Background: an optimization exercise with open tools, aiming at small area and a short achievable clock period. Do not read the settings as production practice. The RTL was checked by simulation tests, not by an equivalence proof against the original design. No run shown here takes its clock network from TritonCTS; it comes from the design's own scripts or RTL. The flow treats the clock pin as an ideal source. Dropping or thinning the clock tree relies on that and would not hold on a real chip. Power figures rest on the tool's default switching activity, not on a simulated workload.

## flow/design.v (module list and top-level ports; edited modules follow where they fit)
// module wallace_mult_top: 1343 lines
// module mfa: 4 lines
// module mha: 4 lines
module wallace_mult_top (
    input  logic        clk,
    input  logic        arst_n,
    input  logic        in_valid,
    input  logic [15:0] a,
    input  logic [15:0] b,
    output logic        out_valid,
    output logic [31:0] product,
    output logic        busy
);
  // ...
==> flow/flow/run.sh <==
#!/bin/bash
# Standard ORFS layout (standard.sh, unchanged synthesis) with three changes: ports are
# buffered with sky130_fd_sc_hd__buf_2 instead of the default delay buffer; the clock tree is one level of
# clkbuf_16 buffers placed by flow/cts_pre.tcl instead of TritonCTS; and repair_timing
# aims for extra setup slack. The make output goes to standard_flow.log; each ORFS step
# keeps its own log under orfs/logs.
set -euo pipefail
export BUFFER_PORTS_ARGS="-buffer_cell sky130_fd_sc_hd__buf_2"
export SETUP_SLACK_MARGIN=8.3
export PRE_CTS_TCL="$(pwd)/flow/cts_pre.tcl"
export CLK_NLEAF=8
export CLK_NL1=4
export CLK_LEAF_CELL=sky130_fd_sc_hd__clkinv_8
export CLK_L1_CELL=sky130_fd_sc_hd__clkinv_8
bash standard.sh > standard_flow.log 2>&1
==> flow/flow/cts_pre.tcl <==
proc env_or { name dflt } {
  if { [info exists ::env($name)] && $::env($name) ne "" } { return $::env($name) }
  return $dflt
}
set nleaf [env_or CLK_NLEAF 8]
set nl1 [env_or CLK_NL1 2]
set leafcell [env_or CLK_LEAF_CELL sky130_fd_sc_hd__clkbuf_16]
set l1cell [env_or CLK_L1_CELL sky130_fd_sc_hd__clkbuf_16]

# Balanced k-means: pts is a list of {x y}; returns {assignment centres}
proc kmeans { pts k {slack 1} } {
  set n [llength $pts]
  set cx 0; set cy 0
  foreach p $pts { set cx [expr {$cx + [lindex $p 0]}]; set cy [expr {$cy + [lindex $p 1]}] }
  set cx [expr {$cx / $n}]; set cy [expr {$cy / $n}]
  set order {}
  for {set i 0} {$i < $n} {incr i} {
    set p [lindex $pts $i]
    lappend order [list $i [expr {atan2([lindex $p 1]-$cy, [lindex $p 0]-$cx)}]]
  }
  set order [lsort -real -index 1 $order]
  set cent {}
  for {set c 0} {$c < $k} {incr c} {
    set sx 0; set sy 0; set m 0
    for {set j [expr {$c * $n / $k}]} {$j < ($c + 1) * $n / $k} {incr j} {
      set p [lindex $pts [lindex [lindex $order $j] 0]]
      set sx [expr {$sx + [lindex $p 0]}]; set sy [expr {$sy + [lindex $p 1]}]; incr m
    }
    if {$m == 0} { lappend cent [list $cx $cy] } else { lappend cent [list [expr {$sx / $m}] [expr {$sy / $m}]] }
  }
  set cap [expr {int(ceil(double($n) / $k)) + $slack}]
  for {set iter 0} {$iter < 40} {incr iter} {
    set cnt [lrepeat $k 0]
    set assign [lrepeat $n -1]
    set cand {}
    for {set i 0} {$i < $n} {incr i} {
      set p [lindex $pts $i]
      set best 1e18
      for {set c 0} {$c < $k} {incr c} {
        set d [expr {abs([lindex $p 0]-[lindex $cent $c 0]) + abs([lindex $p 1]-[lindex $cent $c 1])}]
        if {$d < $best} { set best $d }
      }
      lappend cand [list $i $best]
    }
    foreach ib [lsort -real -decreasing -index 1 $cand] {
      set i [lindex $ib 0]; set p [lindex $pts $i]
      set bk -1; set best 1e18
      for {set c 0} {$c < $k} {incr c} {
        if {[lindex $cnt $c] >= $cap} continue
        set d [expr {abs([lindex $p 0]-[lindex $cent $c 0]) + abs([lindex $p 1]-[lindex $cent $c 1])}]
        if {$d < $best} { set best $d; set bk $c }
      }
      lset assign $i $bk
      lset cnt $bk [expr {[lindex $cnt $bk] + 1}]
    }
    set newc {}
    for {set c 0} {$c < $k} {incr c} {
      set sx 0; set sy 0; set m 0
      for {set i 0} {$i < $n} {incr i} {
        if {[lindex $assign $i] == $c} {
          set sx [expr {$sx + [lindex $pts $i 0]}]; set sy [expr {$sy + [lindex $pts $i 1]}]; incr m
        }
      }
      if {$m > 0} { lappend newc [list [expr {$sx / $m}] [expr {$sy / $m}]] } else { lappend newc [lindex $cent $c] }
    }
    set cent $newc
  }
  return [list $assign $cent]
}

proc add_buffer { block master name in_net x y } {
  set inst [odb::dbInst_create $block $master $name]
  set net [odb::dbNet_create $block "${name}_net"]
  $net setSigType CLOCK
  [$inst findITerm A] connect $in_net
  set out [$inst findITerm X]
  if { $out eq "NULL" } { set out [$inst findITerm Y] }
  $out connect $net
  $inst setLocation [expr {int($x)}] [expr {int($y)}]
  $inst setPlacementStatus PLACED
  return $net
}

set block [ord::get_db_block]
set db [ord::get_db]
set clk_net [$block findNet clk]
set sinks {}
foreach it [$clk_net getITerms] {
  if { [$it isInputSignal] } { lappend sinks $it }
}
set pts {}
foreach it $sinks {
  set bb [[$it getInst] getBBox]
  lappend pts [list [expr {([$bb xMin] + [$bb xMax]) / 2.0}] [expr {([$bb yMin] + [$bb yMax]) / 2.0}]]
}
puts "manual clock tree: [llength $sinks] sinks, $nleaf leaf buffers, $nl1 first-level buffers"
lassign [kmeans $pts $nleaf] leaf_of leaf_cent
if { $nl1 > 0 } {
  lassign [kmeans $leaf_cent $nl1 0] l1_of l1_cent
  for {set g 0} {$g < $nl1} {incr g} {
    set l1net($g) [add_buffer $block [$db findMaster $l1cell] "clkbuf_l1_$g" $clk_net {*}[lindex $l1_cent $g]]
  }
}
for {set c 0} {$c < $nleaf} {incr c} {
  set src $clk_net
  if { $nl1 > 0 } { set src $l1net([lindex $l1_of $c]) }
  set leafnet($c) [add_buffer $block [$db findMaster $leafcell] "clkbuf_leaf_$c" $src {*}[lindex $leaf_cent $c]]
}
for {set i 0} {$i < [llength $sinks]} {incr i} {
  set it [lindex $sinks $i]
  $it disconnect
  $it connect $leafnet([lindex $leaf_of $i])
}
# TritonCTS is not run: the buffers above are the whole tree.
proc clock_tree_synthesis { args } {
  puts "clock_tree_synthesis skipped: clock buffers were placed by cts_pre.tcl"
  set_propagated_clock [all_clocks]
}
# cts.tcl clones clock inverters next to their loads after this hook; the inverter pairs
# above are already placed by their loads, so that step is skipped as well.
proc repair_clock_inverters { args } {
  puts "repair_clock_inverters skipped: clock tree built by cts_pre.tcl"
}
==> flow/standard.sh <==
#!/bin/bash
# synth_recipe.tcl (not shown) runs the flow's synth.tcl, then flattens the netlist and writes it again
# the make line also repeats each setting of config.mk as NAME=value (left out here)
make -C /OpenROAD-flow-scripts/flow DESIGN_CONFIG=/design/flow/config.mk WORK_HOME=/design/flow/orfs CLKGATE_MAP_FILE= SYNTH_SCRIPT=/design/flow/synth_recipe.tcl "${@:-finish}"
==> flow/config.mk <==
export PLATFORM = sky130hd
export DESIGN_NAME = wallace_mult_top
export DESIGN_NICKNAME = wallace_mult_top
export VERILOG_FILES = /design/flow/design.v
export SDC_FILE = /design/flow/constraint.sdc
export NUM_CORES = 4
export LEC_CHECK = 0
export CAP_MARGIN = 20
export CORE_MARGIN = 2
export CORE_UTILIZATION = 40
export SLEW_MARGIN = 20
export SYNTH_HIERARCHICAL = 1
export SYNTH_MINIMUM_KEEP_SIZE = 0
==> flow/constraint.sdc <==
create_clock -name core_clock -period 11.0 [get_ports {clk}]
set_input_delay 2.2000 -clock core_clock [delete_from_list [all_inputs] [get_ports {clk}]]
set_output_delay 2.2000 -clock core_clock [all_outputs]
set_load 0.01 [all_outputs]
==> results.toml, run 1 <==
[status]
status = "finished clean"

[yosys]
synth_cell_types = 40
yosysMostFrequentCell = "nand2_1"
synth_xor_area_frac = 0.02202
synth.avg_cell_area_um2 = 11.50
synth_edf_count = 0

[route]
routed_wl_um = 24960
wl_met1_um = 9269
vias = 6604

[worst_setup_path]
path_depth = 9
worst_setup_path_start_kind = "flip-flop"
crit_end = "product[29]"
cp_common_cell = "fa_1"
r2r_slack_ns = 7.97
critPathBufInv = 1

[sta]
worst_slack_ns = 7.974
finalCritPeriodShare = 0.2751

[clock_network]
path_clk_slew_ns = 0.07
cts_hold_buf = 0

[layout]
largest-register = "product"
drive_gt1_frac = 0.3364

[power_and_ir_drop]
power_density_nw_per_um2 = 338.6
switching_share = 0.4394
clockPowerShare = 0.059
pwr-share-comb = 0.734

[placed_design]
io_buffers = 68

[grt]
met3_usage = 0.02885
==> run 2: changes to the inputs <==
--- a/flow/flow/run.sh
+++ b/flow/flow/run.sh
@@ -6,7 +6,7 @@
 # keeps its own log under orfs/logs.
 set -euo pipefail
 export BUFFER_PORTS_ARGS="-buffer_cell sky130_fd_sc_hd__buf_2"
-export SETUP_SLACK_MARGIN=8.3
+export SETUP_SLACK_MARGIN=7.9
 export PRE_CTS_TCL="$(pwd)/flow/cts_pre.tcl"
 export CLK_NLEAF=8
 export CLK_NL1=4
==> run 2 against run 1 <==
Cell count is 9.6% lower. Hold slack better by 0.0021 ns. Clock power is 2% higher. Register-to-register slack hardly changed. Synthesized area stayed put. First-iteration DRC count is 20% lower. Via count is 11% lower. Routed wire length is 15% lower. Final area is 13% lower. Flip-flop and latch count stayed put. Maximum frequency is 0.41% lower. Global-route usage is 0.79 points lower. Largest cell class unchanged.
==> results.toml, run 2 <==
[worst_setup_path]
crit_path_end_kind = "flip-flop"
worst_setup_path_start_kind = "flip-flop"
r2r-end = "product[30]"
reg2reg_depth = 9
worstPathMaxFanout = 6
critPathLaunch = "r0_c15_1"
crit_arrival_ns = 3.11
criticalPathCategory = "reg -> reg"
crit_end = "product[30]"
r2r-start = "r0_c15_1"
critPathRequiredTime_ns = 11.07
r2r_slack_ns = 7.96

[route]
post-route-drc-count = 0
antenna_left = 0
vias = 5857
dr.pass1.iters = 5
vias_per_cell = 4.972
drtIter0Drc = 331
routed_wl_um = 21120
wl_per_cell_um = 17.93

[hold_path]
hold_path.class = "reg -> reg"
hold_path_startpoint = "r0_c4_0"

[power_and_ir_drop]
max-vdd-ir-drop_uv = 232.1
power_density_nw_per_um2 = 350.0
pwr-share-comb = 0.700
power.internal_uw = 2036
leakage_uw = 0.003913
finalPower_uw = 3677
seqPwrFrac = 0.233
switching_share = 0.4464
clockPowerShare = 0.067
p_sw_uw = 1641

[floorplanning]
die_width_um = 158.5
core_area_um2 = 23470
dieArea_um2 = 25120
floorplan.io_pins = 69
placementRows = 56
start_util = 0.4067
die_height_um = 158.5

[grt]
grt_max_degree = 21
grt_usage = 0.1801
antenna_found_initial = 0
overflow = 0
grt_pass1_vias = 6576
grt_pass1_wl_um = 35110

[layout]
top_regs = "product (32), a_q (16), b_q (16)"
mostFrequentLayoutCells = "266 x nand2_1, 210 x fa_1, 107 x dfxtp_1"
final_common_cell = "nand2_1"
largest_reg_flops = 32
largest-register = "product"
synthToLayoutAreaGrowth_pct = 10.08
drive_gt1_frac = 0.1781
nets = 1133
n_antenna_cell = 0

[sta]
finalCritPeriodShare = 0.2762
setup_tns_ns = 0
setup_viol = 0
worst_slack_ns = 7.961
hold_violations = 0
rsz0062_at_grt = "yes"
slew_viol_final = 0
fin_skew_ns = 0.01805
period_minus_slack_ns = 3.039
timing.fmax_mhz = 329.1

[clock_network]
path_clk_slew_ns = 0.07
insertion_delay_ns = 0.15

[yosys]
synth_cell_types = 40
synthTopCellsByArea = "fa_1 45%, dfxtp_1 30%, nand2_1 11%"
synth_edf_count = 0
synth_top_area_frac = 0.4488
synth_xor_area_frac = 0.02202
ys_seq_elements = 145
syn_area_um2 = 9545
muxShareOfSynthArea = 0
synthCells = 830
synthFlopType = "dfxtp_1"
synth-compound-area-share = 0.03959
synth-simple-area-share = 0.1230
yosys_warnings = 7
ys_async_sr_fraction = 0.02759
yosysSeqAreaShare = 0.3062
synth-adder-area-share = 0.4790
synth.avg_cell_area_um2 = 11.50
synth_top_family_by_area = "adder cells"
yosys-top-cells-count = "268 x nand2_1, 214 x fa_1, 141 x dfxtp_1"
synth_top_cell_by_area = "fa_1"
yosysMostFrequentCell = "nand2_1"

[placed_design]
place_ws_ns = 7.715
dp_hpwl_um = 15250
io_buffers = 68
place.gp.congestion = 0.8409

[status]
status = "finished clean"

[flow_run]
max_cap_viol_count = 0
run 2: layer usage:
| metal | wire [µm] | part of all wire | vias up | track usage |
|---|---|---|---|---|
| met5 | 0 | 0 | - | 0 |
| met4 | 499 | 0.024 | 0 | 0.03561 |
| met3 | 1322 | 0.063 | 37 | 0.02014 |
| met2 | 10670 | 0.51 | 206 | 0.3164 |
| met1 | 8620 | 0.41 | 3039 | 0.2437 |
| li1 | - | - | 2575 | - |
run 2: logic make-up (layout without fill, tap and decap cells):
family,count (synthesis),count (layout)
buffers and inverters,76,95
other,1,11
AND/OR/NAND/NOR,297,297
AO/OA/AOI/OAI,50,50
XOR/XNOR,24,24
flip-flops,145,145
adder cells (fa/ha/maj),237,237
run 2: final cells by class:
cell class,instances,area [µm²]
Sequential cell,145,2965
Multi-Input combinational cell,619,6533
Tap cell,319,399.1
Fill cell,2194,12960
Timing Repair Buffer,73,377.9
Inverter,22,232.7
run 2: Yosys stat by module, one instance, submodules excluded:
module / copies in the design / cells / flops+latches / area, µm²
mfa: 214 / 1 / 0 / 20.02
wallace_mult_top: 1 / 616 / 145 / 5261
run 2: timing repair:
item / in CTS / in global routing
gates cloned: 0 / 0
endpoints found under the setup margin: 22 / 41
gates resized for setup: 28 / 34
pin swaps: 8 / 16
buffers inserted: 1 / 4
hold buffers: 0 / 0
run 2: how the worst min path moves through the flow:
| stage | cells past startpoint | end |
|---|---|---|
| 2_1_floorplan | 1 | product[0] |
| 3_3_place_gp | 1 | product[4] |
| 3_5_place_dp | 1 | product[4] |
| 4_1_cts | 1 | product[4] |
| 5_1_grt | 1 | product[2] |
| 6_report | 1 | product[4] |
run 2: stage by stage:
stage | util | instance area (µm²) | hold WS [ns] | cells
floorplan | - | 9583 | 0.3379 | 840
global placement | 0.4292 | 10070 | 0.3382 | 1161
detailed placement | 0.4292 | 10070 | 0.3415 | 1161
CTS | 0.4415 | 10360 | 0.3607 | 1174
global route | 0.4477 | 10510 | 0.3758 | 1178
finish | 0.4477 | 10510 | 0.3609 | 1178
run 2: power by group through the flow:
stage          registers [µW]  logic, µW  clock network (µW)
3_3_place_gp              869       2210                   0
4_1_cts                   859       2360                 263
5_1_grt                   882       2910                 285
6_report                  858       2570                 246
3_5_place_dp              871       2250                   0
2_1_floorplan             854       1690                   0
run 2: critical path: stages (launching register included):
cell	delay [ns]
dfxtp_1	0.32
fa_1	0.51
fa_1	0.55
ha_2	0.31
a21oi_1	0.17
o21ai_1	0.14
a221oi_4	0.39
o211ai_2	0.19
a31oi_2	0.21
xor2_1	0.16
==> run 3: changes to the inputs <==
--- a/flow/flow/run.sh
+++ b/flow/flow/run.sh
@@ -6,7 +6,7 @@
 # keeps its own log under orfs/logs.
 set -euo pipefail
 export BUFFER_PORTS_ARGS="-buffer_cell sky130_fd_sc_hd__buf_2"
-export SETUP_SLACK_MARGIN=7.9
+export SETUP_SLACK_MARGIN=8.2
 export PRE_CTS_TCL="$(pwd)/flow/cts_pre.tcl"
 export CLK_NLEAF=8
 export CLK_NL1=4
==> run 3 against run 2 <==
Still clean on timing, DRC and antenna. First-iteration DRC count rose by 31%. Clock skew increased by 0.0061 ns. Hold slack lost 0.0031 ns. Total power up 9.8%. Die area unchanged. Sequential share of layout area fell by 1.0 points. Critical path type unchanged.
==> results.toml, run 3 <==
[yosys]
synth_edf_count = 0
yosys-top-cells-count = "268 x nand2_1, 214 x fa_1, 141 x dfxtp_1"
yosysMostFrequentCell = "nand2_1"
synthCells = 830
synthFlopType = "dfxtp_1"
yosys_warnings = 7
synth_top_cell_by_area = "fa_1"
ys_seq_elements = 145
ys_async_sr_fraction = 0.02759
synth_cell_types = 40
synth_top_area_frac = 0.4488
syn_area_um2 = 9545
synth.avg_cell_area_um2 = 11.50
synthTopCellsByArea = "fa_1 45%, dfxtp_1 30%, nand2_1 11%"
yosysSeqAreaShare = 0.3062

[layout]
seq_area_um2 = 3055
multi_input_area_um2 = 6613
final_common_cell = "nand2_1"
drive_gt1_frac = 0.2489
mostFrequentLayoutCells = "266 x nand2_1, 207 x fa_1, 97 x dfxtp_1"
largest-register = "product"
top_regs = "product (32), a_q (16), b_q (16)"
n_antenna_cell = 0
nFillCells = 2138
finalNonFillerCells = 1231
final_core_util = 0.4782
nets = 1186
largest_reg_flops = 32
synthToLayoutAreaGrowth_pct = 17.59

[route]
routed_wl_um = 21720
vias = 6117
antenna_left = 0
dr.pass1.iters = 5
post-route-drc-count = 0
wl_per_cell_um = 17.64
vias_per_cell = 4.969
drtIter0Drc = 434

[hold_path]
hold_path.class = "reg -> reg"

[power_and_ir_drop]
leakage_uw = 0.004252
max-vdd-ir-drop_uv = 295.1
power_density_nw_per_um2 = 359.6

[grt]
antenna_found_initial = 0
grt_max_degree = 21
overflow = 0
grt_pass1_wl_um = 35000
grt_usage = 0.1804
grt_pass1_vias = 6583

[floorplanning]
core_area_um2 = 23470
placementRows = 56
floorplan.io_pins = 69
die_height_um = 158.5
start_util = 0.4067
die_width_um = 158.5
dieArea_um2 = 25120

[placed_design]
place.gp.congestion = 0.8551
io_buffers = 68
dp.cells = 1161
dp_hpwl_um = 15290

[clock_network]
insertion_delay_ns = 0.15
cts_hold_buf = 0
path_clk_slew_ns = 0.07

[sta]
hold_violations = 0
finalCritPeriodShare = 0.2725
setup_tns_ns = 0
slew_viol_final = 0
timing.fmax_mhz = 333.6
setup_viol = 0
hold_ws_ns = 0.3578
fin_skew_ns = 0.02420
period_minus_slack_ns = 2.998
rsz0062_at_grt = "yes"

[worst_setup_path]
worstPathMaxFanout = 7
crit_arrival_ns = 3.06
critPathRequiredTime_ns = 11.07
crit_path_end_kind = "flip-flop"
worst_setup_path_start_kind = "flip-flop"
criticalPathCategory = "reg -> reg"

[flow_run]
max_cap_viol_count = 0

[status]
status = "finished clean"
run 3: modules after synthesis, one instance, submodules excluded:
module	times used	cells	flip-flops and latches	area [µm²]
mfa	214	1	0	20.02
wallace_mult_top	1	616	145	5261
run 3: cell families after synthesis:
| logic type | count (synthesis) | synth area share |
|---|---|---|
| buffers and inverters | 76 | 0.02989 |
| other | 1 | 0.0003929 |
| flip-flops | 145 | 0.3062 |
| AO/OA/AOI/OAI | 50 | 0.03959 |
| adder cells (fa/ha/maj) | 237 | 0.4790 |
| XOR/XNOR | 24 | 0.02202 |
| AND/OR/NAND/NOR | 297 | 0.1230 |
run 3: final timing paths:
check | from | end | slack [ns] | depth (start not counted)
max | r0_c17_1 | product[29] | 8.00 | 8
min | r0_c3_0 | product[3] | 0.36 | 1
max reg2reg | r0_c17_1 | product[29] | 8.00 | 8
min reg2reg | r0_c3_0 | product[3] | 0.36 | 1
max in group asynchronous | arst_n | busy_q | 9.02 | 1
min in group asynchronous | arst_n | vld_q[2] | 1.86 | 1
run 3: power by group:
group | leakage, µW | internal, µW | switching (µW)
clock | 0.0000827 | 48.9 | 192
combinational | 0.00293 | 1480 | 1460
sequential | 0.00124 | 752 | 104
run 3: layout make-up:
cell class,instances,share of cell area
Multi-Input combinational cell,619,0.5891
Sequential cell,145,0.2722
Timing Repair Buffer,126,0.08238
Tap cell,319,0.03556
Inverter,22,0.02073
run 3: what timing repair did:
action / in CTS / in global routing
pin swaps: 31 / 9
setup buffers: 9 / 49
resized for setup: 100 / 24
endpoints found under the setup margin: 65 / 46
run 3: critical path, stage by stage (launching register included):
cell and delay (ns):
dfxtp_1 0.32, fa_2 0.57, fa_1 0.43, ha_2 0.43
nand4_1 0.14, o311a_4 0.41, o31a_1 0.33, o21ai_2 0.14
xnor2_1 0.13
run 3: metrics by stage:
stage               power, µW  setup slack [ns]  area [µm²]
floorplan                2650             8.089        9748
global placement         3175             7.796       10130
detailed placement       3198             7.768       10130
CTS                      3959             7.973       10680
global route             4458             7.863       11220
finish                   4037             8.002       11220
run 3: routing by layer:
layer,share of wire,wire length [µm],up-vias,global-route usage
li1,-,-,2688,-
met1,0.40,8666,3143,0.2399
met2,0.51,11110,241,0.3234
met3,0.065,1419,45,0.02069
met4,0.024,522,0,0.03132
met5,0,0,-,0

## port drivers added, routing unchanged
In the flow no input, the clock included, has a driving cell. The finished layouts below were timed again as built, in two steps.
Step 1 sets driving cells, clkbuf_16 on the clock port and buf_2 on the other inputs (assumed; they add their load-dependent delay and slew).
Step 2 times the ports against the registers' clock, not the clock port: input delays grow and output delays shrink by t, the midpoint of the rising clock arrivals with the driver on.
Slacks: ideal / step 1 / step 2; pairs: ideal / step 1.
| run | shift t [ns] | setup slack, ns | worst hold slack (ns) | worst setup path after step 2 | pins driven straight from the clock port |
|---|---|---|---|---|---|
| run 1 | 0.293 | 7.974 / 7.974 / 7.974 | 0.359 / 0.359 / 0.359 | register to register | 4 |
| run 2 | 0.291 | 7.961 / 7.961 / 7.961 | 0.361 / 0.361 / 0.361 | register to register | 4 |
| run 3 | 0.292 | 8.002 / 8.002 / 8.002 | 0.358 / 0.358 / 0.358 | register to register | 4 |
After both steps setup and hold are still met in every run listed.
